What follows belongs to an exercise in optimizing a design on an open flow for small area, a short achievable clock period and few clock cycles per item; a production flow would make more cautious choices. The RTL was checked by simulation tests, not by an equivalence proof against the original design.

[flow/flow/run.sh]
#!/bin/bash
# Own flow: the standard layout (standard.sh, unchanged synthesis), with
# two changes: every input and output port still gets its own buffer, but a
# plain sky130_fd_sc_hd__buf_1 rather than the delay cell buffer_ports picks
# by itself; and clock tree synthesis adds no dummy loads. standard.sh's
# output goes to standard.log; each ORFS step keeps its own log under
# orfs/logs/.
set -euo pipefail
bash standard.sh "BUFFER_PORTS_ARGS=-buffer_cell sky130_fd_sc_hd__buf_1" \
  "CTS_ARGS=-sink_clustering_enable -repair_clock_nets -dont_use_dummy_load" \
  finish > standard.log 2>&1
[flow/standard.sh]
#!/bin/bash
# synth_recipe.tcl (not shown) runs the flow's synth.tcl, then flattens the netlist and writes it again
# the make line also repeats each setting of config.mk as NAME=value (left out here)
make -C /OpenROAD-flow-scripts/flow DESIGN_CONFIG=/design/flow/config.mk WORK_HOME=/design/flow/orfs CLKGATE_MAP_FILE= SYNTH_SCRIPT=/design/flow/synth_recipe.tcl "${@:-finish}"
[flow/config.mk]
export PLATFORM = sky130hd
export DESIGN_NAME = radix_string_to_integer_unit
export DESIGN_NICKNAME = radix_string_to_integer_unit
export VERILOG_FILES = /design/flow/design.v
export SDC_FILE = /design/flow/constraint.sdc
export NUM_CORES = 4
export LEC_CHECK = 0
export ABC_AREA = 1
export CAP_MARGIN = 20
export CORE_MARGIN = 2
export CORE_UTILIZATION = 60
export PLACE_DENSITY = 0.75
export SETUP_SLACK_MARGIN = 2.4
export SLEW_MARGIN = 20
[flow/constraint.sdc]
create_clock -name core_clock -period 6.5 [get_ports {i_clk}]
set_input_delay 1.3000 -clock core_clock [delete_from_list [all_inputs] [get_ports {i_clk}]]
set_output_delay 1.3000 -clock core_clock [all_outputs]
set_load 0.01 [all_outputs]
[flow/design.v]
package rsti_pkg;
    localparam int MAX_DIGITS = 16;
    localparam int IDX_W      = 4;
    localparam int CNT_W      = 5;
    localparam int VAL_W      = 64;
    localparam int LO_W       = 32;
    localparam int Q_DEPTH    = 2;
    localparam int Q_PTR_W    = 1;
    localparam int Q_CNT_W    = 2;
    localparam logic [7:0] CH_MINUS = 8'h2D;
    localparam logic [7:0] CH_PLUS  = 8'h2B;
    localparam logic [7:0] CH_SPACE = 8'h20;
    localparam logic [7:0] CH_LF    = 8'h0A;
    localparam logic [7:0] CH_TAB   = 8'h09;
    localparam logic [7:0] CH_CR    = 8'h0D;
    localparam logic [7:0] CH_VT    = 8'h0B;
    localparam logic [7:0] CH_FF    = 8'h0C;
    localparam logic [7:0] CH_NUL   = 8'h00;
    localparam logic [1:0] REG_RADIX       = 2'd0;
    localparam logic [1:0] REG_DIGIT_COUNT = 2'd1;
    localparam logic [1:0] REG_DIGITS_LOW  = 2'd2;
    localparam logic [1:0] REG_DIGITS_HIGH = 2'd3;
    localparam logic [4:0]  RST_RADIX       = 5'd10;
    localparam logic [4:0]  RST_DIGIT_COUNT = 5'd10;
    localparam logic [63:0] RST_DIGITS_LOW  = 64'h3736_3534_3332_3130;
    localparam logic [63:0] RST_DIGITS_HIGH = 64'h0000_0000_0000_3938;
    typedef enum logic [1:0] {
        PH_WS   = 2'd0,
        PH_SIGN = 2'd1,
        PH_DIG  = 2'd2,
        PH_DONE = 2'd3
    } t_phase;
    typedef struct packed {
        logic             first;
        logic             space;
        logic             minus;
        logic             plus;
        logic             hit;
        logic [3:0]       idx;
    } t_tok;
    function automatic logic [7:0] booth(input logic [4:0] r);
        logic one0, two0, neg0, one1, two1, neg1, one2, two2;
        one0 = r[0];
        two0 = r[1] && !r[0];
        neg0 = r[1];
        one1 = r[1] ^ r[2];
        two1 = (r[3:1] == 3'b011) || (r[3:1] == 3'b100);
        neg1 = r[3] && !(r[2] && r[1]);
        one2 = r[3] ^ r[4];
        two2 = r[3] && r[4];
        booth = {two2, one2, neg1, two1, one1, neg0, two0, one0};
    endfunction
endpackage
module rsti_front (
    input  logic                        i_clk,
    input  logic                        i_rst_n,
    input  logic                        i_valid,
    output logic                        o_ready,
    input  logic [7:0]                  i_ch,
    input  logic                        i_first,
    input  logic [rsti_pkg::CNT_W-1:0]  i_digit_count,
    input  logic [2*rsti_pkg::VAL_W-1:0] i_alphabet,
    output logic                        o_qvalid,
    output rsti_pkg::t_tok              o_qtok,
    input  logic                        i_qpop
);
    rsti_pkg::t_tok                     w_tok;
    rsti_pkg::t_tok                     r_tok;
    logic                               r_tvalid;
    logic [7:0]                         w_entry;
    logic                               w_big;
    logic                               w_nul;
    always_comb begin
        w_big       = i_digit_count[4];
        w_nul       = (i_ch == rsti_pkg::CH_NUL);
        w_tok.first = i_first;
        w_tok.space = (i_ch == rsti_pkg::CH_SPACE) || (i_ch == rsti_pkg::CH_LF) ||
                      (i_ch == rsti_pkg::CH_TAB) || (i_ch == rsti_pkg::CH_CR) ||
                      (i_ch == rsti_pkg::CH_VT) || (i_ch == rsti_pkg::CH_FF);
        w_tok.minus = (i_ch == rsti_pkg::CH_MINUS);
        w_tok.plus  = (i_ch == rsti_pkg::CH_PLUS);
        w_tok.hit   = 1'b0;
        w_tok.idx   = '0;
        w_entry     = '0;
        for (int k = rsti_pkg::MAX_DIGITS - 1; k >= 0; k--) begin
            w_entry = i_alphabet[8*k +: 8];
            if ((w_big || (4'(k) < i_digit_count[3:0])) && !w_nul && (w_entry == i_ch)) begin
                w_tok.hit = 1'b1;
                w_tok.idx = rsti_pkg::IDX_W'(k);
            end
        end
    end
    assign o_ready  = i_qpop;
    assign o_qvalid = r_tvalid;
    assign o_qtok   = r_tok;
    always_ff @(posedge i_clk) begin
        if (i_qpop) begin
            r_tok <= w_tok;
        end
    end
    always_ff @(posedge i_clk) begin
        if (!i_rst_n) begin
            r_tvalid <= 1'b0;
        end else if (i_qpop) begin
            r_tvalid <= i_valid;
        end
    end
endmodule
module rsti_back (
    input  logic                          i_clk,
    input  logic                          i_rst_n,
    input  logic                          i_qvalid,
    input  rsti_pkg::t_tok                i_qtok,
    output logic                          o_qpop,
    input  logic [7:0]                    i_booth,
    input  logic [4:0]                    i_rm1,
    output logic                          o_valid,
    input  logic                          i_ready,
    output logic signed [rsti_pkg::VAL_W-1:0] o_value
);
    localparam int LO_W = rsti_pkg::LO_W;
    localparam int HI_W = rsti_pkg::VAL_W - LO_W;
    rsti_pkg::t_phase               r_phase;
    rsti_pkg::t_phase               n_phase;
    rsti_pkg::t_phase               w_ph;
    logic                           r_par;
    logic                           n_par;
    logic                           w_par;
    logic [LO_W-1:0]                r_lo;
    logic [HI_W-1:0]                r_hi;
    logic [LO_W-1:0]                w_lo_mac;
    logic                           w_lo_c;
    logic [4:0]                     w_lo_ca;
    logic [4:0]                     w_lo_cb;
    logic [4:0]                     w_carry;
    logic [HI_W-1:0]                w_hi_mac;
    logic [5:0]                     w_f;
    logic [LO_W-1:0]                w_lo_ld;
    logic [HI_W-1:0]                w_hi_ld;
    logic [4:0]                     r_ca;
    logic [4:0]                     r_cb;
    logic                           r_c;
    logic                           r_hmac;
    logic                           r_oval;
    logic                           w_run;
    logic                           w_pop;
    logic                           w_pre;
    logic                           w_emit;
    logic                           w_dig;
    logic                           w_rz;
    logic                           w_mac;
    logic                           w_load;
    logic                           w_lo_load;
    logic                           w_lo_step;
    logic                           w_lo_keep;
    logic                           w_hi_step;
    logic                           w_hi_keep;
    logic [LO_W-1:0]                w_lo_next;
    logic [HI_W-1:0]                w_hi_next;
    assign w_run   = !r_oval || i_ready;
    assign w_pop   = i_qvalid && w_run;
    assign o_qpop  = w_run;
    assign o_valid = r_oval;
    assign o_value = {r_hi, r_lo} ^ {rsti_pkg::VAL_W{r_par}};
    always_comb begin
        w_ph   = i_qtok.first ? rsti_pkg::PH_WS : r_phase;
        w_par  = i_qtok.first ? 1'b0 : r_par;
        w_pre  = (w_ph == rsti_pkg::PH_WS) || (w_ph == rsti_pkg::PH_SIGN);
        w_emit = 1'b0;
        w_dig  = 1'b0;
        n_phase = w_ph;
        n_par   = w_par;
        if (w_ph == rsti_pkg::PH_DONE) begin
            n_phase = rsti_pkg::PH_DONE;
        end else if ((w_ph == rsti_pkg::PH_WS) && i_qtok.space) begin
            n_phase = rsti_pkg::PH_WS;
        end else if (w_pre && i_qtok.minus) begin
            n_phase = rsti_pkg::PH_SIGN;
            n_par   = ~w_par;
        end else if (w_pre && i_qtok.plus) begin
            n_phase = rsti_pkg::PH_SIGN;
        end else if (i_qtok.hit) begin
            w_dig   = 1'b1;
            n_phase = rsti_pkg::PH_DIG;
        end else begin
            w_emit  = 1'b1;
            n_phase = rsti_pkg::PH_DONE;
        end
    end
    always_comb begin
        w_rz    = !(i_booth[0] || i_booth[1] || i_booth[3] || i_booth[4] ||
                    i_booth[6] || i_booth[7]);
        w_mac   = w_dig && !i_qtok.first && !w_rz;
        w_load  = i_qtok.first || (w_pre && i_qtok.minus) || (w_dig && w_rz);
        w_f     = 6'(i_qtok.idx) + (r_par ? 6'(i_rm1) : 6'd0);
        if (w_dig) begin
            w_lo_ld = w_par ? {{(LO_W-4){i_qtok.idx == '0}}, i_qtok.idx - 4'd1}
                            : LO_W'(i_qtok.idx);
            w_hi_ld = {HI_W{w_par && (i_qtok.idx == '0)}};
        end else begin
            w_lo_ld = {LO_W{n_par}};
            w_hi_ld = {HI_W{n_par}};
        end
    end
    rsti_mac_lo u_mac_lo (
        .i_v (r_lo),
        .i_b (i_booth),
        .i_f (w_f),
        .o_y (w_lo_mac),
        .o_c (w_lo_c),
        .o_ca (w_lo_ca),
        .o_cb (w_lo_cb)
    );
    assign w_carry = r_ca + r_cb + 5'(r_c);
    rsti_mac_hi u_mac_hi (
        .i_v (r_hi),
        .i_b (i_booth),
        .i_c (w_carry),
        .o_y (w_hi_mac)
    );
    always_comb begin
        w_lo_load = w_pop && w_load;
        w_lo_step = w_pop && w_mac;
        w_lo_keep = !(w_lo_load || w_lo_step);
        w_hi_step = r_hmac && !w_lo_load;
        w_hi_keep = !(w_lo_load || w_hi_step);
        w_lo_next = ({LO_W{w_lo_load}} & w_lo_ld) | ({LO_W{w_lo_step}} & w_lo_mac) |
                    ({LO_W{w_lo_keep}} & r_lo);
        w_hi_next = ({HI_W{w_lo_load}} & w_hi_ld) | ({HI_W{w_hi_step}} & w_hi_mac) |
                    ({HI_W{w_hi_keep}} & r_hi);
    end
    always_ff @(posedge i_clk) begin
        r_lo <= w_lo_next;
        r_hi <= w_hi_next;
        r_ca <= w_lo_ca;
        r_cb <= w_lo_cb;
        r_c  <= w_lo_c;
    end
    always_ff @(posedge i_clk) begin
        if (!i_rst_n) begin
            r_phase <= rsti_pkg::PH_DONE;
            r_par   <= 1'b0;
            r_oval  <= 1'b0;
            r_hmac  <= 1'b0;
        end else begin
            if (w_pop && w_emit) begin
                r_oval <= 1'b1;
            end else if (i_ready) begin
                r_oval <= 1'b0;
            end
            if (w_pop) begin
                r_phase <= n_phase;
                r_par   <= n_par;
            end
            r_hmac <= w_pop && w_mac;
        end
    end
endmodule
module rsti_mac_lo (
    input  logic [31:0] i_v,
    input  logic [7:0] i_b,
    input  logic [5:0] i_f,
    output logic [31:0] o_y,
    output logic o_c,
    output logic [4:0] o_ca,
    output logic [4:0] o_cb
);
    logic t0;
    logic t1;
    logic t2;
    logic t3;
    logic t4;
    logic t5;
    logic t6;
    logic t7;
    logic t8;
    logic t9;
    logic t10;
    logic t11;
    logic t12;
    logic t13;
    logic t14;
    logic t15;
    logic t16;
    logic t17;
    logic t18;
    logic t19;
    logic t20;
    logic t21;
    logic t22;
    logic t23;
    logic t24;
    logic t25;
    logic t26;
    logic t27;
    logic t28;
    logic t29;
    logic t30;
    logic t31;
    logic t32;
    logic t33;
    logic t34;
    logic t35;
    logic t36;
    logic t37;
    logic t38;
    logic t39;
    logic t40;
    logic t41;
    logic t42;
    logic t43;
    logic t44;
    logic t45;
    logic t46;
    logic t47;
    logic t48;
    logic t49;
    logic t50;
    logic t51;
    logic t52;
    logic t53;
    logic t54;
    logic t55;
    logic t56;
    logic t57;
    logic t58;
    logic t59;
    logic t60;
    logic t61;
    logic t62;
    logic t63;
    logic t64;
    logic t65;
    logic t66;
    logic t67;
    logic t68;
    logic t69;
    logic t70;
    logic t71;
    logic t72;
    logic t73;
    logic t74;
    logic t75;
    logic t76;
    logic t77;
    logic t78;
    logic t79;
    logic t80;
    logic t81;
    logic t82;
    logic t83;
    logic t84;
    logic t85;
    logic t86;
    logic t87;
    logic t88;
    logic t89;
    logic t90;
    logic t91;
    logic t92;
    logic t93;
    logic t94;
    logic t95;
    logic t96;
    logic t97;
    logic t98;
    logic t99;
    logic t100;
    logic t101;
    logic t102;
    logic t103;
    logic t104;
    logic t105;
    logic t106;
    logic t107;
    logic t108;
    logic t109;
    logic t110;
    logic t111;
    logic t112;
    logic t113;
    logic t114;
    logic t115;
    logic t116;
    logic t117;
    logic t118;
    logic t119;
    logic t120;
    logic t121;
    logic t122;
    logic t123;
    logic t124;
    logic t125;
    logic t126;
    logic t127;
    logic t128;
    logic t129;
    logic t130;
    logic t131;
    logic t132;
    logic t133;
    logic t134;
    logic t135;
    logic t136;
    logic t137;
    logic t138;
    logic t139;
    logic t140;
    logic t141;
    logic t142;
    logic t143;
    logic t144;
    logic t145;
    logic t146;
    logic t147;
    logic t148;
    logic t149;
    logic t150;
    logic t151;
    logic t152;
    logic t153;
    logic t154;
    logic t155;
    logic t156;
    logic t157;
    logic t158;
    logic t159;
    logic t160;
    logic t161;
    logic t162;
    logic t163;
    logic t164;
    logic t165;
    logic t166;
    logic t167;
    logic t168;
    logic t169;
    logic t170;
    logic t171;
    logic t172;
    logic t173;
    logic t174;
    logic t175;
    logic t176;
    logic t177;
    logic t178;
    logic t179;
    logic t180;
    logic t181;
    logic t182;
    logic t183;
    logic t184;
    logic t185;
    logic t186;
    logic t187;
    logic t188;
    logic t189;
    logic t190;
    logic t191;
    logic t192;
    logic t193;
    logic t194;
    logic t195;
    logic t196;
    logic t197;
    logic t198;
    logic t199;
    logic t200;
    logic t201;
    logic t202;
    logic t203;
    logic t204;
    logic t205;
    logic t206;
    logic t207;
    logic t208;
    logic t209;
    logic t210;
    logic t211;
    logic t212;
    logic t213;
    logic t214;
    logic t215;
    logic t216;
    logic t217;
    logic t218;
    logic t219;
    logic t220;
    logic t221;
    logic t222;
    logic t223;
    logic t224;
    logic t225;
    logic t226;
    logic t227;
    logic t228;
    logic t229;
    logic t230;
    logic t231;
    logic t232;
    logic t233;
    logic t234;
    logic t235;
    logic t236;
    logic t237;
    logic t238;
    logic t239;
    logic t240;
    logic t241;
    logic t242;
    assign t0 = ((i_b[0] & i_v[0])) ^ i_b[2];
    assign t1 = ((i_b[0] & i_v[1]) | (i_b[1] & i_v[0])) ^ i_b[2];
    assign t2 = ((i_b[0] & i_v[2]) | (i_b[1] & i_v[1])) ^ i_b[2];
    assign t3 = ((i_b[0] & i_v[3]) | (i_b[1] & i_v[2])) ^ i_b[2];
    assign t4 = ((i_b[0] & i_v[4]) | (i_b[1] & i_v[3])) ^ i_b[2];
    assign t5 = ((i_b[0] & i_v[5]) | (i_b[1] & i_v[4])) ^ i_b[2];
    assign t6 = ((i_b[0] & i_v[6]) | (i_b[1] & i_v[5])) ^ i_b[2];
    assign t7 = ((i_b[0] & i_v[7]) | (i_b[1] & i_v[6])) ^ i_b[2];
    assign t8 = ((i_b[0] & i_v[8]) | (i_b[1] & i_v[7])) ^ i_b[2];
    assign t9 = ((i_b[0] & i_v[9]) | (i_b[1] & i_v[8])) ^ i_b[2];
    assign t10 = ((i_b[0] & i_v[10]) | (i_b[1] & i_v[9])) ^ i_b[2];
    assign t11 = ((i_b[0] & i_v[11]) | (i_b[1] & i_v[10])) ^ i_b[2];
    assign t12 = ((i_b[0] & i_v[12]) | (i_b[1] & i_v[11])) ^ i_b[2];
    assign t13 = ((i_b[0] & i_v[13]) | (i_b[1] & i_v[12])) ^ i_b[2];
    assign t14 = ((i_b[0] & i_v[14]) | (i_b[1] & i_v[13])) ^ i_b[2];
    assign t15 = ((i_b[0] & i_v[15]) | (i_b[1] & i_v[14])) ^ i_b[2];
    assign t16 = ((i_b[0] & i_v[16]) | (i_b[1] & i_v[15])) ^ i_b[2];
    assign t17 = ((i_b[0] & i_v[17]) | (i_b[1] & i_v[16])) ^ i_b[2];
    assign t18 = ((i_b[0] & i_v[18]) | (i_b[1] & i_v[17])) ^ i_b[2];
    assign t19 = ((i_b[0] & i_v[19]) | (i_b[1] & i_v[18])) ^ i_b[2];
    assign t20 = ((i_b[0] & i_v[20]) | (i_b[1] & i_v[19])) ^ i_b[2];
    assign t21 = ((i_b[0] & i_v[21]) | (i_b[1] & i_v[20])) ^ i_b[2];
    assign t22 = ((i_b[0] & i_v[22]) | (i_b[1] & i_v[21])) ^ i_b[2];
    assign t23 = ((i_b[0] & i_v[23]) | (i_b[1] & i_v[22])) ^ i_b[2];
    assign t24 = ((i_b[0] & i_v[24]) | (i_b[1] & i_v[23])) ^ i_b[2];
    assign t25 = ((i_b[0] & i_v[25]) | (i_b[1] & i_v[24])) ^ i_b[2];
    assign t26 = ((i_b[0] & i_v[26]) | (i_b[1] & i_v[25])) ^ i_b[2];
    assign t27 = ((i_b[0] & i_v[27]) | (i_b[1] & i_v[26])) ^ i_b[2];
    assign t28 = ((i_b[0] & i_v[28]) | (i_b[1] & i_v[27])) ^ i_b[2];
    assign t29 = ((i_b[0] & i_v[29]) | (i_b[1] & i_v[28])) ^ i_b[2];
    assign t30 = ((i_b[0] & i_v[30]) | (i_b[1] & i_v[29])) ^ i_b[2];
    assign t31 = ((i_b[0] & i_v[31]) | (i_b[1] & i_v[30])) ^ i_b[2];
    assign t32 = ((i_b[1] & i_v[31])) ^ i_b[2];
    assign t33 = ((i_b[3] & i_v[0])) ^ i_b[5];
    assign t34 = ((i_b[3] & i_v[1]) | (i_b[4] & i_v[0])) ^ i_b[5];
    assign t35 = ((i_b[3] & i_v[2]) | (i_b[4] & i_v[1])) ^ i_b[5];
    assign t36 = ((i_b[3] & i_v[3]) | (i_b[4] & i_v[2])) ^ i_b[5];
    assign t37 = ((i_b[3] & i_v[4]) | (i_b[4] & i_v[3])) ^ i_b[5];
    assign t38 = ((i_b[3] & i_v[5]) | (i_b[4] & i_v[4])) ^ i_b[5];
    assign t39 = ((i_b[3] & i_v[6]) | (i_b[4] & i_v[5])) ^ i_b[5];
    assign t40 = ((i_b[3] & i_v[7]) | (i_b[4] & i_v[6])) ^ i_b[5];
    assign t41 = ((i_b[3] & i_v[8]) | (i_b[4] & i_v[7])) ^ i_b[5];
    assign t42 = ((i_b[3] & i_v[9]) | (i_b[4] & i_v[8])) ^ i_b[5];
    assign t43 = ((i_b[3] & i_v[10]) | (i_b[4] & i_v[9])) ^ i_b[5];
    assign t44 = ((i_b[3] & i_v[11]) | (i_b[4] & i_v[10])) ^ i_b[5];
    assign t45 = ((i_b[3] & i_v[12]) | (i_b[4] & i_v[11])) ^ i_b[5];
    assign t46 = ((i_b[3] & i_v[13]) | (i_b[4] & i_v[12])) ^ i_b[5];
    assign t47 = ((i_b[3] & i_v[14]) | (i_b[4] & i_v[13])) ^ i_b[5];
    assign t48 = ((i_b[3] & i_v[15]) | (i_b[4] & i_v[14])) ^ i_b[5];
    assign t49 = ((i_b[3] & i_v[16]) | (i_b[4] & i_v[15])) ^ i_b[5];
    assign t50 = ((i_b[3] & i_v[17]) | (i_b[4] & i_v[16])) ^ i_b[5];
    assign t51 = ((i_b[3] & i_v[18]) | (i_b[4] & i_v[17])) ^ i_b[5];
    assign t52 = ((i_b[3] & i_v[19]) | (i_b[4] & i_v[18])) ^ i_b[5];
    assign t53 = ((i_b[3] & i_v[20]) | (i_b[4] & i_v[19])) ^ i_b[5];
    assign t54 = ((i_b[3] & i_v[21]) | (i_b[4] & i_v[20])) ^ i_b[5];
    assign t55 = ((i_b[3] & i_v[22]) | (i_b[4] & i_v[21])) ^ i_b[5];
    assign t56 = ((i_b[3] & i_v[23]) | (i_b[4] & i_v[22])) ^ i_b[5];
    assign t57 = ((i_b[3] & i_v[24]) | (i_b[4] & i_v[23])) ^ i_b[5];
    assign t58 = ((i_b[3] & i_v[25]) | (i_b[4] & i_v[24])) ^ i_b[5];
    assign t59 = ((i_b[3] & i_v[26]) | (i_b[4] & i_v[25])) ^ i_b[5];
    assign t60 = ((i_b[3] & i_v[27]) | (i_b[4] & i_v[26])) ^ i_b[5];
    assign t61 = ((i_b[3] & i_v[28]) | (i_b[4] & i_v[27])) ^ i_b[5];
    assign t62 = ((i_b[3] & i_v[29]) | (i_b[4] & i_v[28])) ^ i_b[5];
    assign t63 = ((i_b[3] & i_v[30]) | (i_b[4] & i_v[29])) ^ i_b[5];
    assign t64 = ((i_b[3] & i_v[31]) | (i_b[4] & i_v[30])) ^ i_b[5];
    assign t65 = ((i_b[4] & i_v[31])) ^ i_b[5];
    assign t66 = (i_b[6] & i_v[0]);
    assign t67 = (i_b[6] & i_v[1]) | (i_b[7] & i_v[0]);
    assign t68 = (i_b[6] & i_v[2]) | (i_b[7] & i_v[1]);
    assign t69 = (i_b[6] & i_v[3]) | (i_b[7] & i_v[2]);
    assign t70 = (i_b[6] & i_v[4]) | (i_b[7] & i_v[3]);
    assign t71 = (i_b[6] & i_v[5]) | (i_b[7] & i_v[4]);
    assign t72 = (i_b[6] & i_v[6]) | (i_b[7] & i_v[5]);
    assign t73 = (i_b[6] & i_v[7]) | (i_b[7] & i_v[6]);
    assign t74 = (i_b[6] & i_v[8]) | (i_b[7] & i_v[7]);
    assign t75 = (i_b[6] & i_v[9]) | (i_b[7] & i_v[8]);
    assign t76 = (i_b[6] & i_v[10]) | (i_b[7] & i_v[9]);
    assign t77 = (i_b[6] & i_v[11]) | (i_b[7] & i_v[10]);
    assign t78 = (i_b[6] & i_v[12]) | (i_b[7] & i_v[11]);
    assign t79 = (i_b[6] & i_v[13]) | (i_b[7] & i_v[12]);
    assign t80 = (i_b[6] & i_v[14]) | (i_b[7] & i_v[13]);
    assign t81 = (i_b[6] & i_v[15]) | (i_b[7] & i_v[14]);
    assign t82 = (i_b[6] & i_v[16]) | (i_b[7] & i_v[15]);
    assign t83 = (i_b[6] & i_v[17]) | (i_b[7] & i_v[16]);
    assign t84 = (i_b[6] & i_v[18]) | (i_b[7] & i_v[17]);
    assign t85 = (i_b[6] & i_v[19]) | (i_b[7] & i_v[18]);
    assign t86 = (i_b[6] & i_v[20]) | (i_b[7] & i_v[19]);
    assign t87 = (i_b[6] & i_v[21]) | (i_b[7] & i_v[20]);
    assign t88 = (i_b[6] & i_v[22]) | (i_b[7] & i_v[21]);
    assign t89 = (i_b[6] & i_v[23]) | (i_b[7] & i_v[22]);
    assign t90 = (i_b[6] & i_v[24]) | (i_b[7] & i_v[23]);
    assign t91 = (i_b[6] & i_v[25]) | (i_b[7] & i_v[24]);
    assign t92 = (i_b[6] & i_v[26]) | (i_b[7] & i_v[25]);
    assign t93 = (i_b[6] & i_v[27]) | (i_b[7] & i_v[26]);
    assign t94 = (i_b[6] & i_v[28]) | (i_b[7] & i_v[27]);
    assign t95 = (i_b[6] & i_v[29]) | (i_b[7] & i_v[28]);
    assign t96 = (i_b[6] & i_v[30]) | (i_b[7] & i_v[29]);
    assign t97 = (i_b[6] & i_v[31]) | (i_b[7] & i_v[30]);
    assign t98 = (i_b[7] & i_v[31]);
    assign t99 = t2 ^ t33;
    assign t100 = t2 & t33;
    assign t101 = t3 ^ t34;
    assign t102 = t3 & t34;
    assign t103 = t4 ^ t35 ^ t66;
    assign t104 = (t4 & t35) | (t4 & t66) | (t35 & t66);
    assign t105 = t5 ^ t36 ^ t67;
    assign t106 = (t5 & t36) | (t5 & t67) | (t36 & t67);
    assign t107 = t6 ^ t37;
    assign t108 = t6 & t37;
    assign t109 = t7 ^ t38;
    assign t110 = t7 & t38;
    assign t111 = t8 ^ t39;
    assign t112 = t8 & t39;
    assign t113 = t9 ^ t40;
    assign t114 = t9 & t40;
    assign t115 = t10 ^ t41;
    assign t116 = t10 & t41;
    assign t117 = t11 ^ t42;
    assign t118 = t11 & t42;
    assign t119 = t12 ^ t43;
    assign t120 = t12 & t43;
    assign t121 = t13 ^ t44;
    assign t122 = t13 & t44;
    assign t123 = t14 ^ t45;
    assign t124 = t14 & t45;
    assign t125 = t15 ^ t46;
    assign t126 = t15 & t46;
    assign t127 = t16 ^ t47;
    assign t128 = t16 & t47;
    assign t129 = t17 ^ t48;
    assign t130 = t17 & t48;
    assign t131 = t18 ^ t49;
    assign t132 = t18 & t49;
    assign t133 = t19 ^ t50;
    assign t134 = t19 & t50;
    assign t135 = t20 ^ t51;
    assign t136 = t20 & t51;
    assign t137 = t21 ^ t52;
    assign t138 = t21 & t52;
    assign t139 = t22 ^ t53;
    assign t140 = t22 & t53;
    assign t141 = t23 ^ t54;
    assign t142 = t23 & t54;
    assign t143 = t24 ^ t55;
    assign t144 = t24 & t55;
    assign t145 = t25 ^ t56;
    assign t146 = t25 & t56;
    assign t147 = t26 ^ t57;
    assign t148 = t26 & t57;
    assign t149 = t27 ^ t58;
    assign t150 = t27 & t58;
    assign t151 = t28 ^ t59;
    assign t152 = t28 & t59;
    assign t153 = t29 ^ t60;
    assign t154 = t29 & t60;
    assign t155 = t30 ^ t61;
    assign t156 = t30 & t61;
    assign t157 = t31 ^ t62;
    assign t158 = t31 & t62;
    assign t159 = t32 ^ t63;
    assign t160 = t32 & t63;
    assign t161 = i_b[2] ^ t64;
    assign t162 = i_b[2] & t64;
    assign t163 = i_b[2] ^ t65;
    assign t164 = i_b[2] & t65;
    assign t165 = i_b[2] ^ i_b[5];
    assign t166 = i_b[2] & i_b[5];
    assign t167 = i_b[2] ^ i_b[5];
    assign t168 = i_b[2] & i_b[5];
    assign t169 = t0 ^ i_b[2];
    assign t170 = t0 & i_b[2];
    assign t171 = t1 ^ i_f[1];
    assign t172 = t1 & i_f[1];
    assign t173 = t99 ^ i_b[5] ^ i_f[2];
    assign t174 = (t99 & i_b[5]) | (t99 & i_f[2]) | (i_b[5] & i_f[2]);
    assign t175 = t100 ^ t101 ^ i_f[3];
    assign t176 = (t100 & t101) | (t100 & i_f[3]) | (t101 & i_f[3]);
    assign t177 = t102 ^ t103 ^ i_f[4];
    assign t178 = (t102 & t103) | (t102 & i_f[4]) | (t103 & i_f[4]);
    assign t179 = t104 ^ t105 ^ i_f[5];
    assign t180 = (t104 & t105) | (t104 & i_f[5]) | (t105 & i_f[5]);
    assign t181 = t106 ^ t107 ^ t68;
    assign t182 = (t106 & t107) | (t106 & t68) | (t107 & t68);
    assign t183 = t108 ^ t109 ^ t69;
    assign t184 = (t108 & t109) | (t108 & t69) | (t109 & t69);
    assign t185 = t110 ^ t111 ^ t70;
    assign t186 = (t110 & t111) | (t110 & t70) | (t111 & t70);
    assign t187 = t112 ^ t113 ^ t71;
    assign t188 = (t112 & t113) | (t112 & t71) | (t113 & t71);
    assign t189 = t114 ^ t115 ^ t72;
    assign t190 = (t114 & t115) | (t114 & t72) | (t115 & t72);
    assign t191 = t116 ^ t117 ^ t73;
    assign t192 = (t116 & t117) | (t116 & t73) | (t117 & t73);
    assign t193 = t118 ^ t119 ^ t74;
    assign t194 = (t118 & t119) | (t118 & t74) | (t119 & t74);
    assign t195 = t120 ^ t121 ^ t75;
    assign t196 = (t120 & t121) | (t120 & t75) | (t121 & t75);
    assign t197 = t122 ^ t123 ^ t76;
    assign t198 = (t122 & t123) | (t122 & t76) | (t123 & t76);
    assign t199 = t124 ^ t125 ^ t77;
    assign t200 = (t124 & t125) | (t124 & t77) | (t125 & t77);
    assign t201 = t126 ^ t127 ^ t78;
    assign t202 = (t126 & t127) | (t126 & t78) | (t127 & t78);
    assign t203 = t128 ^ t129 ^ t79;
    assign t204 = (t128 & t129) | (t128 & t79) | (t129 & t79);
    assign t205 = t130 ^ t131 ^ t80;
    assign t206 = (t130 & t131) | (t130 & t80) | (t131 & t80);
    assign t207 = t132 ^ t133 ^ t81;
    assign t208 = (t132 & t133) | (t132 & t81) | (t133 & t81);
    assign t209 = t134 ^ t135 ^ t82;
    assign t210 = (t134 & t135) | (t134 & t82) | (t135 & t82);
    assign t211 = t136 ^ t137 ^ t83;
    assign t212 = (t136 & t137) | (t136 & t83) | (t137 & t83);
    assign t213 = t138 ^ t139 ^ t84;
    assign t214 = (t138 & t139) | (t138 & t84) | (t139 & t84);
    assign t215 = t140 ^ t141 ^ t85;
    assign t216 = (t140 & t141) | (t140 & t85) | (t141 & t85);
    assign t217 = t142 ^ t143 ^ t86;
    assign t218 = (t142 & t143) | (t142 & t86) | (t143 & t86);
    assign t219 = t144 ^ t145 ^ t87;
    assign t220 = (t144 & t145) | (t144 & t87) | (t145 & t87);
    assign t221 = t146 ^ t147 ^ t88;
    assign t222 = (t146 & t147) | (t146 & t88) | (t147 & t88);
    assign t223 = t148 ^ t149 ^ t89;
    assign t224 = (t148 & t149) | (t148 & t89) | (t149 & t89);
    assign t225 = t150 ^ t151 ^ t90;
    assign t226 = (t150 & t151) | (t150 & t90) | (t151 & t90);
    assign t227 = t152 ^ t153 ^ t91;
    assign t228 = (t152 & t153) | (t152 & t91) | (t153 & t91);
    assign t229 = t154 ^ t155 ^ t92;
    assign t230 = (t154 & t155) | (t154 & t92) | (t155 & t92);
    assign t231 = t156 ^ t157 ^ t93;
    assign t232 = (t156 & t157) | (t156 & t93) | (t157 & t93);
    assign t233 = t158 ^ t159 ^ t94;
    assign t234 = (t158 & t159) | (t158 & t94) | (t159 & t94);
    assign t235 = t160 ^ t161 ^ t95;
    assign t236 = (t160 & t161) | (t160 & t95) | (t161 & t95);
    assign t237 = t162 ^ t163 ^ t96;
    assign t238 = (t162 & t163) | (t162 & t96) | (t163 & t96);
    assign t239 = t164 ^ t165 ^ t97;
    assign t240 = (t164 & t165) | (t164 & t97) | (t165 & t97);
    assign t241 = t166 ^ t167 ^ t98;
    assign t242 = (t166 & t167) | (t166 & t98) | (t167 & t98);
    assign {o_c, o_y} = {1'b0, t230, t228, t226, t224, t222, t220, t218, t216, t214, t212, t210, t208, t206, t204, t202, t200, t198, t196, t194, t192, t190, t188, t186, t184, t182, t180, t178, t176, t174, t172, t170, t169} + {1'b0, t231, t229, t227, t225, t223, t221, t219, t217, t215, t213, t211, t209, t207, t205, t203, t201, t199, t197, t195, t193, t191, t189, t187, t185, t183, t181, t179, t177, t175, t173, t171, i_f[0]};
    assign o_ca = {t240, t238, t236, t234, t232};
    assign o_cb = {t241, t239, t237, t235, t233};
endmodule
module rsti_mac_hi (
    input  logic [31:0] i_v,
    input  logic [7:0] i_b,
    input  logic [4:0] i_c,
    output logic [31:0] o_y
);
    logic t0;
    logic t1;
    logic t2;
    logic t3;
    logic t4;
    logic t5;
    logic t6;
    logic t7;
    logic t8;
    logic t9;
    logic t10;
    logic t11;
    logic t12;
    logic t13;
    logic t14;
    logic t15;
    logic t16;
    logic t17;
    logic t18;
    logic t19;
    logic t20;
    logic t21;
    logic t22;
    logic t23;
    logic t24;
    logic t25;
    logic t26;
    logic t27;
    logic t28;
    logic t29;
    logic t30;
    logic t31;
    logic t32;
    logic t33;
    logic t34;
    logic t35;
    logic t36;
    logic t37;
    logic t38;
    logic t39;
    logic t40;
    logic t41;
    logic t42;
    logic t43;
    logic t44;
    logic t45;
    logic t46;
    logic t47;
    logic t48;
    logic t49;
    logic t50;
    logic t51;
    logic t52;
    logic t53;
    logic t54;
    logic t55;
    logic t56;
    logic t57;
    logic t58;
    logic t59;
    logic t60;
    logic t61;
    logic t62;
    logic t63;
    logic t64;
    logic t65;
    logic t66;
    logic t67;
    logic t68;
    logic t69;
    logic t70;
    logic t71;
    logic t72;
    logic t73;
    logic t74;
    logic t75;
    logic t76;
    logic t77;
    logic t78;
    logic t79;
    logic t80;
    logic t81;
    logic t82;
    logic t83;
    logic t84;
    logic t85;
    logic t86;
    logic t87;
    logic t88;
    logic t89;
    logic t90;
    logic t91;
    logic t92;
    logic t93;
    logic t94;
    logic t95;
    logic t96;
    logic t97;
    logic t98;
    logic t99;
    logic t100;
    logic t101;
    logic t102;
    logic t103;
    logic t104;
    logic t105;
    logic t106;
    logic t107;
    logic t108;
    logic t109;
    logic t110;
    logic t111;
    logic t112;
    logic t113;
    logic t114;
    logic t115;
    logic t116;
    logic t117;
    logic t118;
    logic t119;
    logic t120;
    logic t121;
    logic t122;
    logic t123;
    logic t124;
    logic t125;
    logic t126;
    logic t127;
    logic t128;
    logic t129;
    logic t130;
    logic t131;
    logic t132;
    logic t133;
    logic t134;
    logic t135;
    logic t136;
    logic t137;
    logic t138;
    logic t139;
    logic t140;
    logic t141;
    logic t142;
    logic t143;
    logic t144;
    logic t145;
    logic t146;
    logic t147;
    logic t148;
    logic t149;
    logic t150;
    logic t151;
    logic t152;
    logic t153;
    logic t154;
    logic t155;
    logic t156;
    logic t157;
    logic t158;
    logic t159;
    logic t160;
    logic t161;
    logic t162;
    logic t163;
    logic t164;
    logic t165;
    logic t166;
    logic t167;
    logic t168;
    logic t169;
    logic t170;
    logic t171;
    logic t172;
    logic t173;
    logic t174;
    logic t175;
    logic t176;
    logic t177;
    logic t178;
    logic t179;
    logic t180;
    logic t181;
    logic t182;
    logic t183;
    logic t184;
    logic t185;
    logic t186;
    logic t187;
    logic t188;
    logic t189;
    logic t190;
    logic t191;
    logic t192;
    logic t193;
    logic t194;
    logic t195;
    logic t196;
    logic t197;
    logic t198;
    logic t199;
    logic t200;
    logic t201;
    logic t202;
    logic t203;
    logic t204;
    logic t205;
    logic t206;
    logic t207;
    logic t208;
    logic t209;
    logic t210;
    logic t211;
    logic t212;
    logic t213;
    assign t0 = ((i_b[0] & i_v[0])) ^ i_b[2];
    assign t1 = ((i_b[0] & i_v[1]) | (i_b[1] & i_v[0])) ^ i_b[2];
    assign t2 = ((i_b[0] & i_v[2]) | (i_b[1] & i_v[1])) ^ i_b[2];
    assign t3 = ((i_b[0] & i_v[3]) | (i_b[1] & i_v[2])) ^ i_b[2];
    assign t4 = ((i_b[0] & i_v[4]) | (i_b[1] & i_v[3])) ^ i_b[2];
    assign t5 = ((i_b[0] & i_v[5]) | (i_b[1] & i_v[4])) ^ i_b[2];
    assign t6 = ((i_b[0] & i_v[6]) | (i_b[1] & i_v[5])) ^ i_b[2];
    assign t7 = ((i_b[0] & i_v[7]) | (i_b[1] & i_v[6])) ^ i_b[2];
    assign t8 = ((i_b[0] & i_v[8]) | (i_b[1] & i_v[7])) ^ i_b[2];
    assign t9 = ((i_b[0] & i_v[9]) | (i_b[1] & i_v[8])) ^ i_b[2];
    assign t10 = ((i_b[0] & i_v[10]) | (i_b[1] & i_v[9])) ^ i_b[2];
    assign t11 = ((i_b[0] & i_v[11]) | (i_b[1] & i_v[10])) ^ i_b[2];
    assign t12 = ((i_b[0] & i_v[12]) | (i_b[1] & i_v[11])) ^ i_b[2];
    assign t13 = ((i_b[0] & i_v[13]) | (i_b[1] & i_v[12])) ^ i_b[2];
    assign t14 = ((i_b[0] & i_v[14]) | (i_b[1] & i_v[13])) ^ i_b[2];
    assign t15 = ((i_b[0] & i_v[15]) | (i_b[1] & i_v[14])) ^ i_b[2];
    assign t16 = ((i_b[0] & i_v[16]) | (i_b[1] & i_v[15])) ^ i_b[2];
    assign t17 = ((i_b[0] & i_v[17]) | (i_b[1] & i_v[16])) ^ i_b[2];
    assign t18 = ((i_b[0] & i_v[18]) | (i_b[1] & i_v[17])) ^ i_b[2];
    assign t19 = ((i_b[0] & i_v[19]) | (i_b[1] & i_v[18])) ^ i_b[2];
    assign t20 = ((i_b[0] & i_v[20]) | (i_b[1] & i_v[19])) ^ i_b[2];
    assign t21 = ((i_b[0] & i_v[21]) | (i_b[1] & i_v[20])) ^ i_b[2];
    assign t22 = ((i_b[0] & i_v[22]) | (i_b[1] & i_v[21])) ^ i_b[2];
    assign t23 = ((i_b[0] & i_v[23]) | (i_b[1] & i_v[22])) ^ i_b[2];
    assign t24 = ((i_b[0] & i_v[24]) | (i_b[1] & i_v[23])) ^ i_b[2];
    assign t25 = ((i_b[0] & i_v[25]) | (i_b[1] & i_v[24])) ^ i_b[2];
    assign t26 = ((i_b[0] & i_v[26]) | (i_b[1] & i_v[25])) ^ i_b[2];
    assign t27 = ((i_b[0] & i_v[27]) | (i_b[1] & i_v[26])) ^ i_b[2];
    assign t28 = ((i_b[0] & i_v[28]) | (i_b[1] & i_v[27])) ^ i_b[2];
    assign t29 = ((i_b[0] & i_v[29]) | (i_b[1] & i_v[28])) ^ i_b[2];
    assign t30 = ((i_b[0] & i_v[30]) | (i_b[1] & i_v[29])) ^ i_b[2];
    assign t31 = ((i_b[0] & i_v[31]) | (i_b[1] & i_v[30])) ^ i_b[2];
    assign t32 = ((i_b[3] & i_v[0])) ^ i_b[5];
    assign t33 = ((i_b[3] & i_v[1]) | (i_b[4] & i_v[0])) ^ i_b[5];
    assign t34 = ((i_b[3] & i_v[2]) | (i_b[4] & i_v[1])) ^ i_b[5];
    assign t35 = ((i_b[3] & i_v[3]) | (i_b[4] & i_v[2])) ^ i_b[5];
    assign t36 = ((i_b[3] & i_v[4]) | (i_b[4] & i_v[3])) ^ i_b[5];
    assign t37 = ((i_b[3] & i_v[5]) | (i_b[4] & i_v[4])) ^ i_b[5];
    assign t38 = ((i_b[3] & i_v[6]) | (i_b[4] & i_v[5])) ^ i_b[5];
    assign t39 = ((i_b[3] & i_v[7]) | (i_b[4] & i_v[6])) ^ i_b[5];
    assign t40 = ((i_b[3] & i_v[8]) | (i_b[4] & i_v[7])) ^ i_b[5];
    assign t41 = ((i_b[3] & i_v[9]) | (i_b[4] & i_v[8])) ^ i_b[5];
    assign t42 = ((i_b[3] & i_v[10]) | (i_b[4] & i_v[9])) ^ i_b[5];
    assign t43 = ((i_b[3] & i_v[11]) | (i_b[4] & i_v[10])) ^ i_b[5];
    assign t44 = ((i_b[3] & i_v[12]) | (i_b[4] & i_v[11])) ^ i_b[5];
    assign t45 = ((i_b[3] & i_v[13]) | (i_b[4] & i_v[12])) ^ i_b[5];
    assign t46 = ((i_b[3] & i_v[14]) | (i_b[4] & i_v[13])) ^ i_b[5];
    assign t47 = ((i_b[3] & i_v[15]) | (i_b[4] & i_v[14])) ^ i_b[5];
    assign t48 = ((i_b[3] & i_v[16]) | (i_b[4] & i_v[15])) ^ i_b[5];
    assign t49 = ((i_b[3] & i_v[17]) | (i_b[4] & i_v[16])) ^ i_b[5];
    assign t50 = ((i_b[3] & i_v[18]) | (i_b[4] & i_v[17])) ^ i_b[5];
    assign t51 = ((i_b[3] & i_v[19]) | (i_b[4] & i_v[18])) ^ i_b[5];
    assign t52 = ((i_b[3] & i_v[20]) | (i_b[4] & i_v[19])) ^ i_b[5];
    assign t53 = ((i_b[3] & i_v[21]) | (i_b[4] & i_v[20])) ^ i_b[5];
    assign t54 = ((i_b[3] & i_v[22]) | (i_b[4] & i_v[21])) ^ i_b[5];
    assign t55 = ((i_b[3] & i_v[23]) | (i_b[4] & i_v[22])) ^ i_b[5];
    assign t56 = ((i_b[3] & i_v[24]) | (i_b[4] & i_v[23])) ^ i_b[5];
    assign t57 = ((i_b[3] & i_v[25]) | (i_b[4] & i_v[24])) ^ i_b[5];
    assign t58 = ((i_b[3] & i_v[26]) | (i_b[4] & i_v[25])) ^ i_b[5];
    assign t59 = ((i_b[3] & i_v[27]) | (i_b[4] & i_v[26])) ^ i_b[5];
    assign t60 = ((i_b[3] & i_v[28]) | (i_b[4] & i_v[27])) ^ i_b[5];
    assign t61 = ((i_b[3] & i_v[29]) | (i_b[4] & i_v[28])) ^ i_b[5];
    assign t62 = (i_b[6] & i_v[0]);
    assign t63 = (i_b[6] & i_v[1]) | (i_b[7] & i_v[0]);
    assign t64 = (i_b[6] & i_v[2]) | (i_b[7] & i_v[1]);
    assign t65 = (i_b[6] & i_v[3]) | (i_b[7] & i_v[2]);
    assign t66 = (i_b[6] & i_v[4]) | (i_b[7] & i_v[3]);
    assign t67 = (i_b[6] & i_v[5]) | (i_b[7] & i_v[4]);
    assign t68 = (i_b[6] & i_v[6]) | (i_b[7] & i_v[5]);
    assign t69 = (i_b[6] & i_v[7]) | (i_b[7] & i_v[6]);
    assign t70 = (i_b[6] & i_v[8]) | (i_b[7] & i_v[7]);
    assign t71 = (i_b[6] & i_v[9]) | (i_b[7] & i_v[8]);
    assign t72 = (i_b[6] & i_v[10]) | (i_b[7] & i_v[9]);
    assign t73 = (i_b[6] & i_v[11]) | (i_b[7] & i_v[10]);
    assign t74 = (i_b[6] & i_v[12]) | (i_b[7] & i_v[11]);
    assign t75 = (i_b[6] & i_v[13]) | (i_b[7] & i_v[12]);
    assign t76 = (i_b[6] & i_v[14]) | (i_b[7] & i_v[13]);
    assign t77 = (i_b[6] & i_v[15]) | (i_b[7] & i_v[14]);
    assign t78 = (i_b[6] & i_v[16]) | (i_b[7] & i_v[15]);
    assign t79 = (i_b[6] & i_v[17]) | (i_b[7] & i_v[16]);
    assign t80 = (i_b[6] & i_v[18]) | (i_b[7] & i_v[17]);
    assign t81 = (i_b[6] & i_v[19]) | (i_b[7] & i_v[18]);
    assign t82 = (i_b[6] & i_v[20]) | (i_b[7] & i_v[19]);
    assign t83 = (i_b[6] & i_v[21]) | (i_b[7] & i_v[20]);
    assign t84 = (i_b[6] & i_v[22]) | (i_b[7] & i_v[21]);
    assign t85 = (i_b[6] & i_v[23]) | (i_b[7] & i_v[22]);
    assign t86 = (i_b[6] & i_v[24]) | (i_b[7] & i_v[23]);
    assign t87 = (i_b[6] & i_v[25]) | (i_b[7] & i_v[24]);
    assign t88 = (i_b[6] & i_v[26]) | (i_b[7] & i_v[25]);
    assign t89 = (i_b[6] & i_v[27]) | (i_b[7] & i_v[26]);
    assign t90 = t2 ^ t32;
    assign t91 = t2 & t32;
    assign t92 = t3 ^ t33;
    assign t93 = t3 & t33;
    assign t94 = t4 ^ t34 ^ t62;
    assign t95 = (t4 & t34) | (t4 & t62) | (t34 & t62);
    assign t96 = t5 ^ t35;
    assign t97 = t5 & t35;
    assign t98 = t6 ^ t36;
    assign t99 = t6 & t36;
    assign t100 = t7 ^ t37;
    assign t101 = t7 & t37;
    assign t102 = t8 ^ t38;
    assign t103 = t8 & t38;
    assign t104 = t9 ^ t39;
    assign t105 = t9 & t39;
    assign t106 = t10 ^ t40;
    assign t107 = t10 & t40;
    assign t108 = t11 ^ t41;
    assign t109 = t11 & t41;
    assign t110 = t12 ^ t42;
    assign t111 = t12 & t42;
    assign t112 = t13 ^ t43;
    assign t113 = t13 & t43;
    assign t114 = t14 ^ t44;
    assign t115 = t14 & t44;
    assign t116 = t15 ^ t45;
    assign t117 = t15 & t45;
    assign t118 = t16 ^ t46;
    assign t119 = t16 & t46;
    assign t120 = t17 ^ t47;
    assign t121 = t17 & t47;
    assign t122 = t18 ^ t48;
    assign t123 = t18 & t48;
    assign t124 = t19 ^ t49;
    assign t125 = t19 & t49;
    assign t126 = t20 ^ t50;
    assign t127 = t20 & t50;
    assign t128 = t21 ^ t51;
    assign t129 = t21 & t51;
    assign t130 = t22 ^ t52;
    assign t131 = t22 & t52;
    assign t132 = t23 ^ t53;
    assign t133 = t23 & t53;
    assign t134 = t24 ^ t54;
    assign t135 = t24 & t54;
    assign t136 = t25 ^ t55;
    assign t137 = t25 & t55;
    assign t138 = t26 ^ t56;
    assign t139 = t26 & t56;
    assign t140 = t27 ^ t57;
    assign t141 = t27 & t57;
    assign t142 = t28 ^ t58;
    assign t143 = t28 & t58;
    assign t144 = t29 ^ t59;
    assign t145 = t29 & t59;
    assign t146 = t30 ^ t60;
    assign t147 = t30 & t60;
    assign t148 = t31 ^ t61;
    assign t149 = t31 & t61;
    assign t150 = t0 ^ i_b[2];
    assign t151 = t0 & i_b[2];
    assign t152 = t1 ^ i_c[1];
    assign t153 = t1 & i_c[1];
    assign t154 = t90 ^ i_b[5] ^ i_c[2];
    assign t155 = (t90 & i_b[5]) | (t90 & i_c[2]) | (i_b[5] & i_c[2]);
    assign t156 = t91 ^ t92 ^ i_c[3];
    assign t157 = (t91 & t92) | (t91 & i_c[3]) | (t92 & i_c[3]);
    assign t158 = t93 ^ t94 ^ i_c[4];
    assign t159 = (t93 & t94) | (t93 & i_c[4]) | (t94 & i_c[4]);
    assign t160 = t95 ^ t96 ^ t63;
    assign t161 = (t95 & t96) | (t95 & t63) | (t96 & t63);
    assign t162 = t97 ^ t98 ^ t64;
    assign t163 = (t97 & t98) | (t97 & t64) | (t98 & t64);
    assign t164 = t99 ^ t100 ^ t65;
    assign t165 = (t99 & t100) | (t99 & t65) | (t100 & t65);
    assign t166 = t101 ^ t102 ^ t66;
    assign t167 = (t101 & t102) | (t101 & t66) | (t102 & t66);
    assign t168 = t103 ^ t104 ^ t67;
    assign t169 = (t103 & t104) | (t103 & t67) | (t104 & t67);
    assign t170 = t105 ^ t106 ^ t68;
    assign t171 = (t105 & t106) | (t105 & t68) | (t106 & t68);
    assign t172 = t107 ^ t108 ^ t69;
    assign t173 = (t107 & t108) | (t107 & t69) | (t108 & t69);
    assign t174 = t109 ^ t110 ^ t70;
    assign t175 = (t109 & t110) | (t109 & t70) | (t110 & t70);
    assign t176 = t111 ^ t112 ^ t71;
    assign t177 = (t111 & t112) | (t111 & t71) | (t112 & t71);
    assign t178 = t113 ^ t114 ^ t72;
    assign t179 = (t113 & t114) | (t113 & t72) | (t114 & t72);
    assign t180 = t115 ^ t116 ^ t73;
    assign t181 = (t115 & t116) | (t115 & t73) | (t116 & t73);
    assign t182 = t117 ^ t118 ^ t74;
    assign t183 = (t117 & t118) | (t117 & t74) | (t118 & t74);
    assign t184 = t119 ^ t120 ^ t75;
    assign t185 = (t119 & t120) | (t119 & t75) | (t120 & t75);
    assign t186 = t121 ^ t122 ^ t76;
    assign t187 = (t121 & t122) | (t121 & t76) | (t122 & t76);
    assign t188 = t123 ^ t124 ^ t77;
    assign t189 = (t123 & t124) | (t123 & t77) | (t124 & t77);
    assign t190 = t125 ^ t126 ^ t78;
    assign t191 = (t125 & t126) | (t125 & t78) | (t126 & t78);
    assign t192 = t127 ^ t128 ^ t79;
    assign t193 = (t127 & t128) | (t127 & t79) | (t128 & t79);
    assign t194 = t129 ^ t130 ^ t80;
    assign t195 = (t129 & t130) | (t129 & t80) | (t130 & t80);
    assign t196 = t131 ^ t132 ^ t81;
    assign t197 = (t131 & t132) | (t131 & t81) | (t132 & t81);
    assign t198 = t133 ^ t134 ^ t82;
    assign t199 = (t133 & t134) | (t133 & t82) | (t134 & t82);
    assign t200 = t135 ^ t136 ^ t83;
    assign t201 = (t135 & t136) | (t135 & t83) | (t136 & t83);
    assign t202 = t137 ^ t138 ^ t84;
    assign t203 = (t137 & t138) | (t137 & t84) | (t138 & t84);
    assign t204 = t139 ^ t140 ^ t85;
    assign t205 = (t139 & t140) | (t139 & t85) | (t140 & t85);
    assign t206 = t141 ^ t142 ^ t86;
    assign t207 = (t141 & t142) | (t141 & t86) | (t142 & t86);
    assign t208 = t143 ^ t144 ^ t87;
    assign t209 = (t143 & t144) | (t143 & t87) | (t144 & t87);
    assign t210 = t145 ^ t146 ^ t88;
    assign t211 = (t145 & t146) | (t145 & t88) | (t146 & t88);
    assign t212 = t147 ^ t148 ^ t89;
    assign t213 = (t147 & t148) | (t147 & t89) | (t148 & t89);
    assign o_y = {t211, t209, t207, t205, t203, t201, t199, t197, t195, t193, t191, t189, t187, t185, t183, t181, t179, t177, t175, t173, t171, t169, t167, t165, t163, t161, t159, t157, t155, t153, t151, t150} + {t212, t210, t208, t206, t204, t202, t200, t198, t196, t194, t192, t190, t188, t186, t184, t182, t180, t178, t176, t174, t172, t170, t168, t166, t164, t162, t160, t158, t156, t154, t152, i_c[0]};
endmodule
module radix_string_to_integer_unit (
    input  logic                              i_clk,
    input  logic                              i_rst_n,
    input  logic                              i_valid,
    output logic                              o_ready,
    input  logic [7:0]                        i_ch,
    input  logic                              i_first,
    output logic                              o_valid,
    input  logic                              i_ready,
    output logic signed [rsti_pkg::VAL_W-1:0] o_value,
    input  logic                              i_cfg_we,
    input  logic [1:0]                        i_cfg_idx,
    input  logic [rsti_pkg::VAL_W-1:0]        i_cfg_data
);
    logic [7:0]                  r_booth;
    logic [4:0]                  r_rm1;
    logic [rsti_pkg::CNT_W-1:0]  r_digit_count;
    logic [rsti_pkg::VAL_W-1:0]  r_digits_low;
    logic [rsti_pkg::VAL_W-1:0]  r_digits_high;
    logic                        w_qvalid;
    rsti_pkg::t_tok              w_qtok;
    logic                        w_qpop;
    always_ff @(posedge i_clk) begin
        if (!i_rst_n) begin
            r_booth       <= rsti_pkg::booth(rsti_pkg::RST_RADIX);
            r_rm1         <= rsti_pkg::RST_RADIX - 5'd1;
            r_digit_count <= rsti_pkg::RST_DIGIT_COUNT;
            r_digits_low  <= rsti_pkg::RST_DIGITS_LOW;
            r_digits_high <= rsti_pkg::RST_DIGITS_HIGH;
        end else if (i_cfg_we) begin
            case (i_cfg_idx)
                rsti_pkg::REG_RADIX: begin
                    r_booth <= rsti_pkg::booth(i_cfg_data[4:0]);
                    r_rm1   <= i_cfg_data[4:0] - 5'd1;
                end
                rsti_pkg::REG_DIGIT_COUNT: r_digit_count <= i_cfg_data[4:0];
                rsti_pkg::REG_DIGITS_LOW:  r_digits_low  <= i_cfg_data;
                rsti_pkg::REG_DIGITS_HIGH: r_digits_high <= i_cfg_data;
                default: begin
                end
            endcase
        end
    end
    rsti_front u_front (
        .i_clk         (i_clk),
        .i_rst_n       (i_rst_n),
        .i_valid       (i_valid),
        .o_ready       (o_ready),
        .i_ch          (i_ch),
        .i_first       (i_first),
        .i_digit_count (r_digit_count),
        .i_alphabet    ({r_digits_high, r_digits_low}),
        .o_qvalid      (w_qvalid),
        .o_qtok        (w_qtok),
        .i_qpop        (w_qpop)
    );
    rsti_back u_back (
        .i_clk    (i_clk),
        .i_rst_n  (i_rst_n),
        .i_qvalid (w_qvalid),
        .i_qtok   (w_qtok),
        .o_qpop   (w_qpop),
        .i_booth  (r_booth),
        .i_rm1    (r_rm1),
        .o_valid  (o_valid),
        .i_ready  (i_ready),
        .o_value  (o_value)
    );
endmodule
==> reports/summary.txt, run 1 <==
Synth cell count leaders = 391 x nand2_1, 270 x inv_1, 254 x xor2_1
Area Overhead vs Synth = 11.2%
Share of cells above drive strength 1 = 7.57%
Wire per inst = 19.6 um
Die footprint = 33,700 um^2
Routed WL = 61.0 mm
Post-synthesis mux area share = 0%
Via count = 19,215
Vias in the first global route = 18,140
Simple-gate share of the synthesized area = 16.7%
DRC = 0
Final std cells w/o fill = 3,109
Starting density of the core = 61.2%
Grt met3 use = 4.38%
GRT Util Overall = 34.2%
CTS Buf Count = 27
Site Rows = 65
Worst-margin pin slew = 869 ps
Largest net degree at the start of global routing = 88
Initial antenna violation count = 1
Worst Path Arrival = 4360 ps
Slew Limit Fails = 0
# clock sinks = 236
TNS Setup = 0 ps
Period utilization = 61.4%
Count leader, synth = nand2_1
Fmax achieved = 250 MHz
Max-cap violations = 0
Post-synth top area cell = dfxtp_1
Flip-flop and latch count after synthesis = 236
Endpoints failing setup = 0
ANT cells = 0
Cells after Synth = 2,600
Final Critical Period = 3990 ps
Die extent in y = 184 um
Synth async-reset ratio = 0%
TritonRoute pass-1 iters = 11
Crit path launch type = flop
Syn_nets = 2,889
WP data required = 6870 ps
Core area = 31,600 um^2
Final Skew = 45.3 ps
Compound-gate portion of the synthesized area = 20.7%
# fillers = 2,704
Critical path fanouts, max = 12
Register clock-pin slew on the reported worst setup and hold paths = 60 ps
Flop-to-flop setup slack = 2510 ps
Syn avg cell area = 7.44 um^2
Placed cells = 3,038
Multi-input logic area = 13,100 um^2
H-Tree Depth = 1
HPWL Detailed = 39.8 mm
Clock latency (worst-skew pair) = 570 ps
Yosys warning total = 3
Root Buffer = clkbuf_16
Initial drt markers = 1,675
CTS tree = built
Status = no timing/DRC/antenna violations
Synth area leaders = dfxtp_1 23%, xor2_1 11%, ha_1 9.0%
Met2 usage = 58.1%
Post-Synth XOR/XNOR Area = 12.7%
Post-Synth Adder-Cell Area = 16.3%
Post-synth top area share = 23.5%
GR Util met1 = 43.7%
Max clock buf depth = 3
Die W = 184 um
Gr ovfl total = 0
Global-route wire length before repair = 93.6 mm
HP Class = flop to flop
WS Path Type = flop to flop
I/O Buffers = 145
Cts-stage hold buffer count = 0
CP endpoint kind = flop
Top_reg_cell synth = dfxtp_1
Largest family of logic cells by synthesized area = compound AO/OA/AOI/OAI gates
GR peak layer = met2
Ports = 146
Relative slew slack = 41.9%
Routability-driven placement congestion ratio = 0.945
Final Hold Viols = 0
Vias/cell = 6.18
Final ANT Viol Nets = 0
Post-synthesis cell area = 19,300 um^2
RSZ-0062 raised after global routing = yes
Yosys cell types = 58
Post-synthesis sequential area ratio = 24.9%
Total Nets Final = 2,998
Post-synth EDFFs = 9
Sequential cell area = 4850 um^2
## layer usage
layer | vias to the layer above | routed length [um]
met2 | 986 | 28400
met1 | 8971 | 24300
met3 | 216 | 5180
li1 | 9040 | -
met5 | - | 16
met4 | 2 | 2990
## repair_timing
| action | CTS | global route |
|---|---|---|
| pin swaps | 0 | 19 |
| setup buffers | 8 | 27 |
| endpoints found under the setup margin | 46 | 32 |
| cloned | 0 | 9 |
| resized for setup | 26 | 78 |
## cell usage in the layout (no fill, tap or decap), drive strengths merged, types with 21 or more instances in the layout
cell,n
ha,139
a21oi,195
inv,291
nor2,185
clkbuf,30
o221ai,21
nand4,37
xnor2,27
xor2,254
o211ai,46
o21ai,195
buf,203
dfxtp,227
nand2,395
nor3,28
o22ai,180
fa,70
nand3,80
## registers in the layout, summed over array words and instances (netlist names)
signal / cells
r_booth: 8
r_digit_count: 5
r_digits_high: 64
r_digits_low: 64
r_rm1: 5
u_back.r_c: 1
u_back.r_ca: 5
u_back.r_cb: 5
u_back.r_hi: 32
u_back.r_hmac: 1
u_back.r_lo: 32
u_back.r_oval: 1
u_back.r_par: 1
u_back.r_phase: 2
u_front.r_tok: 9
u_front.r_tvalid: 1
## worst max-delay path, stage by stage, from the launching register on
cell and delay, ps:
dfxtp_4 440, buf_4 150, buf_4 140, inv_8 70
o22ai_1 220, xor2_1 180, ha_1 270, fa_1 530
ha_2 310, a21oi_1 160, inv_1 80, a31oi_1 130
inv_1 70, a21boi_0 180, nand3_1 200, nand2_1 110
o211ai_1 110, or2_2 290, nand3_1 70, o211ai_1 90
## area by class of cell
| class | instances | share of cell area (%) |
|---|---|---|
| Timing Repair Buffer | 206 | 5.16 |
| Inverter | 292 | 5.43 |
| Multi-Input combinational cell | 1939 | 61.1 |
| Clock buffer | 27 | 3.14 |
| Tap cell | 402 | 2.34 |
| Timing Repair inverter | 7 | 0.308 |
| Sequential cell | 236 | 22.5 |
## path summary, 6_finish.rpt
check	from	to	cells after the start
max	r_booth[0]$_SDFFE_PN0P_	u_back.r_lo[28]$_DFF_P_	19
min reg2reg	r_rm1[0]$_SDFFE_PN1P_	r_rm1[0]$_SDFFE_PN1P_	1
max reg2reg	r_booth[0]$_SDFFE_PN0P_	u_back.r_lo[28]$_DFF_P_	19
min	r_rm1[0]$_SDFFE_PN1P_	r_rm1[0]$_SDFFE_PN1P_	1
## stage by stage
| step | hold slack (ps) | setup WS, ps | utilization [%] | area, um^2 |
|---|---|---|---|---|
| 6_report | 453 | 2510 | 68.0 | 21500 |
| 5_1_grt | 469 | 2320 | 68.0 | 21500 |
| 4_1_cts | 453 | 2430 | 66.1 | 20900 |
| 3_5_place_dp | 439 | 1820 | 63.3 | 20000 |
| 3_3_place_gp | 435 | 1960 | 63.3 | 20000 |
| 2_1_floorplan | 427 | 2460 | - | 19400 |
## cells by family after synthesis
group / Yosys count
flops: 236
buf+inv: 425
xor+xnor: 281
simple gates: 761
fa+ha+maj: 210
compound gates: 687
Testbench counts, summed over its fixed seeds: cycles 18,815, items 18,783.
==> run 2, diff against run 1 <==
--- a/flow/config.mk
+++ b/flow/config.mk
@@ -11,4 +11,4 @@
 export CORE_UTILIZATION = 60
 export PLACE_DENSITY = 0.75
-export SETUP_SLACK_MARGIN = 2.4
+export SETUP_SLACK_MARGIN = 2.2
 export SLEW_MARGIN = 20
==> reports/summary.txt, run 2 <==
WP data required = 6860 ps (was 6870 ps)
Sequential cell area = 4840 um^2 (was 4850 um^2)
Max clock buf depth = 3 (unchanged)
Post-synth top area share = 23.5% (unchanged)
Initial antenna violation count = 0 (was 1)
Gr ovfl total = 0 (unchanged)
Routed WL = 59.0 mm (was 61.0 mm)
DRC = 0 (unchanged)
Most common cell after layout, fill and taps aside = nand2_1 (unchanged)
Routability-driven placement congestion ratio = 0.941 (was 0.945)
Final Skew = 91.2 ps (was 45.3 ps)
Worst-margin pin slew = 1060 ps (was 869 ps)
Post-synth top area cell = dfxtp_1 (unchanged)
CP cell instances = clkinv_1, buf_8, o22ai_1, fa_1, fa_1, ha_4, nand2_1, inv_1, nand2_1, nand2_1, a21oi_2, or2_1, nand2_1, nand2_1, nand2_1, nand2_1, inv_1, nor2_2, o21bai_2, nand2_1, nand2_1, nand2_1, nand3_1, nand3_1 (was buf_4, buf_4, inv_8, o22ai_1, xor2_1, ha_1, fa_1, ha_2, a21oi_1, inv_1, a31oi_1, inv_1, a21boi_0, nand3_1, nand2_1, o211ai_1, or2_2, nand3_1, o211ai_1)
Worst Reg-to-Reg Cells = 24 (was 19)
Worst reg2reg path startpoint = r_booth[7]$_SDFFE_PN0P_ (was r_booth[0]$_SDFFE_PN0P_)
Worst setup path end = u_back.r_lo[29]$_DFF_P_ (was u_back.r_lo[28]$_DFF_P_)
Syn_nets = 2,889 (unchanged)
Endpoints failing setup = 0 (unchanged)
Flip-flop and latch count after synthesis = 236 (unchanged)
Crit path launch type = flop (unchanged)
Max incr delay on CP = 530 ps (about the same)
Final Critical Period = 4080 ps (was 3990 ps)
Die W = 184 um (unchanged)
Critical Path Start = r_booth[7]$_SDFFE_PN0P_ (was r_booth[0]$_SDFFE_PN0P_)
Cts-stage hold buffer count = 0 (unchanged)
Largest net degree at the start of global routing = 87 (was 88)
Vias/cell = 6.15 (was 6.18)
GRT Util Overall = 34.0% (was 34.2%)
Root Buffer = clkbuf_16 (unchanged)
Core area = 31,600 um^2 (unchanged)
Count leader, synth = nand2_1 (unchanged)
Area Overhead vs Synth = 9.25% (was 11.2%)
TritonRoute pass-1 iters = 5 (was 11)
Synth area leaders = dfxtp_1 23%, xor2_1 11%, ha_1 9.0% (unchanged)
Hold path depth = 2 (was 1)
Slew Limit Fails = 0 (unchanged)
Syn avg cell area = 7.44 um^2 (unchanged)
Max-cap violations = 0 (unchanged)
Clock latency (worst-skew pair) = 590 ps (was 570 ps)
WS Path Type = flop to flop (unchanged)
CTS Buf Count = 28 (was 27)
H-Tree Depth = 1 (unchanged)
CTS tree = built (unchanged)
Status = no timing/DRC/antenna violations (unchanged)
[run 2: cell counts after synthesis]
No cell type changed its count.
[run 2: timing repair]
item / 4_1_cts / 5_1_grt
endpoints found under the setup margin: 46 / 30
cloned: 0 / 3
buffers inserted: 4 / 12
resized for setup: 13 / 45
pin swaps: 0 / 6
[run 2: how the worst min path moves through the flow]
stage                                              start                             end  slack [ps]
final                     r_digits_high[10]$_SDFFE_PN0P_  r_digits_high[10]$_SDFFE_PN0P_         460
after global routing        r_digits_low[6]$_SDFFE_PN0P_    r_digits_low[6]$_SDFFE_PN0P_         480
after CTS                          r_rm1[0]$_SDFFE_PN1P_           r_rm1[0]$_SDFFE_PN1P_         470
after detailed placement           r_rm1[0]$_SDFFE_PN1P_           r_rm1[0]$_SDFFE_PN1P_         450
after global placement             r_rm1[0]$_SDFFE_PN1P_           r_rm1[0]$_SDFFE_PN1P_         440
after floorplan                    r_rm1[0]$_SDFFE_PN1P_           r_rm1[0]$_SDFFE_PN1P_         430
[run 2: cell type report]
cell class	count	area share (%)
Multi-Input combinational cell	1939	61.5
Sequential cell	236	22.9
Inverter	292	5.46
Timing Repair Buffer	185	4.35
Clock buffer	28	3.31
Tap cell	402	2.38
Timing Repair inverter	3	0.124
[run 2: cells by family after synthesis]
group,after synthesis,synth area share (%)
xor gates and xnor gates,281,12.7
and+or+nand+nor,761,16.7
buffers and inverters,425,8.65
adders and majority gates,210,16.3
DFF,236,24.9
AOI/OAI and AO/OA,687,20.7
[run 2: per-layer routing]
metal | global-route usage [%] | wire (um) | up-vias
met1 | 43.3 | 24100 | 8911
met5 | 0 | 0 | -
met2 | 57.7 | 27900 | 905
met4 | 15.7 | 2580 | 0
met3 | 4.08 | 4390 | 170
li1 | - | - | 8994
[run 2: per-stage QoR]
stage / cell area [um^2]
after floorplan: 19300
after global placement: 20000
after CTS: 20900
final: 21100
after global routing: 21100
after detailed placement: 20000
[run 2: worst max-delay path: cells and delay by family (launching register included)]
| family | cells | cell delay (ps) |
|---|---|---|
| adder cells (fa/ha/maj) | 3 | 1320 |
| AO/OA/AOI/OAI | 3 | 520 |
| AND/OR/NAND/NOR | 14 | 1180 |
| flip-flops | 1 | 370 |
| buffers and inverters | 4 | 470 |

==> separate check: timing with driven ports <==
How much do the figures lean on ideal ports? The routed layouts below were timed once more, with nothing changed but the port constraints.
Step 1 assumes that a clkbuf_16 drives the clock port and a buf_2 every other input.
Step 2, shift: input delay + t, output delay - t, t = (earliest + latest rising clock arrival at the registers) / 2. This alone moves slack from input paths to output paths.
Three values: ideal, step 1, step 2; two values: the first two.
run	shift t [ns]	setup WS [ns]	worst setup path after step 2	latest minus earliest clock arrival (ns)	worst register clock-pin slew, ns
run 1	0.603	2.506 / 2.506 / 2.477	input to register	0.045 / 0.046	0.06 / 0.06
run 2	0.599	2.422 / 2.422 / 2.422	register to register	0.091 / 0.091	0.06 / 0.06
After both steps every run listed still meets setup and hold. For run 1, which loses most, drivers alone change the setup slack by 0.000 ns; drivers and shift together by -0.029 ns.
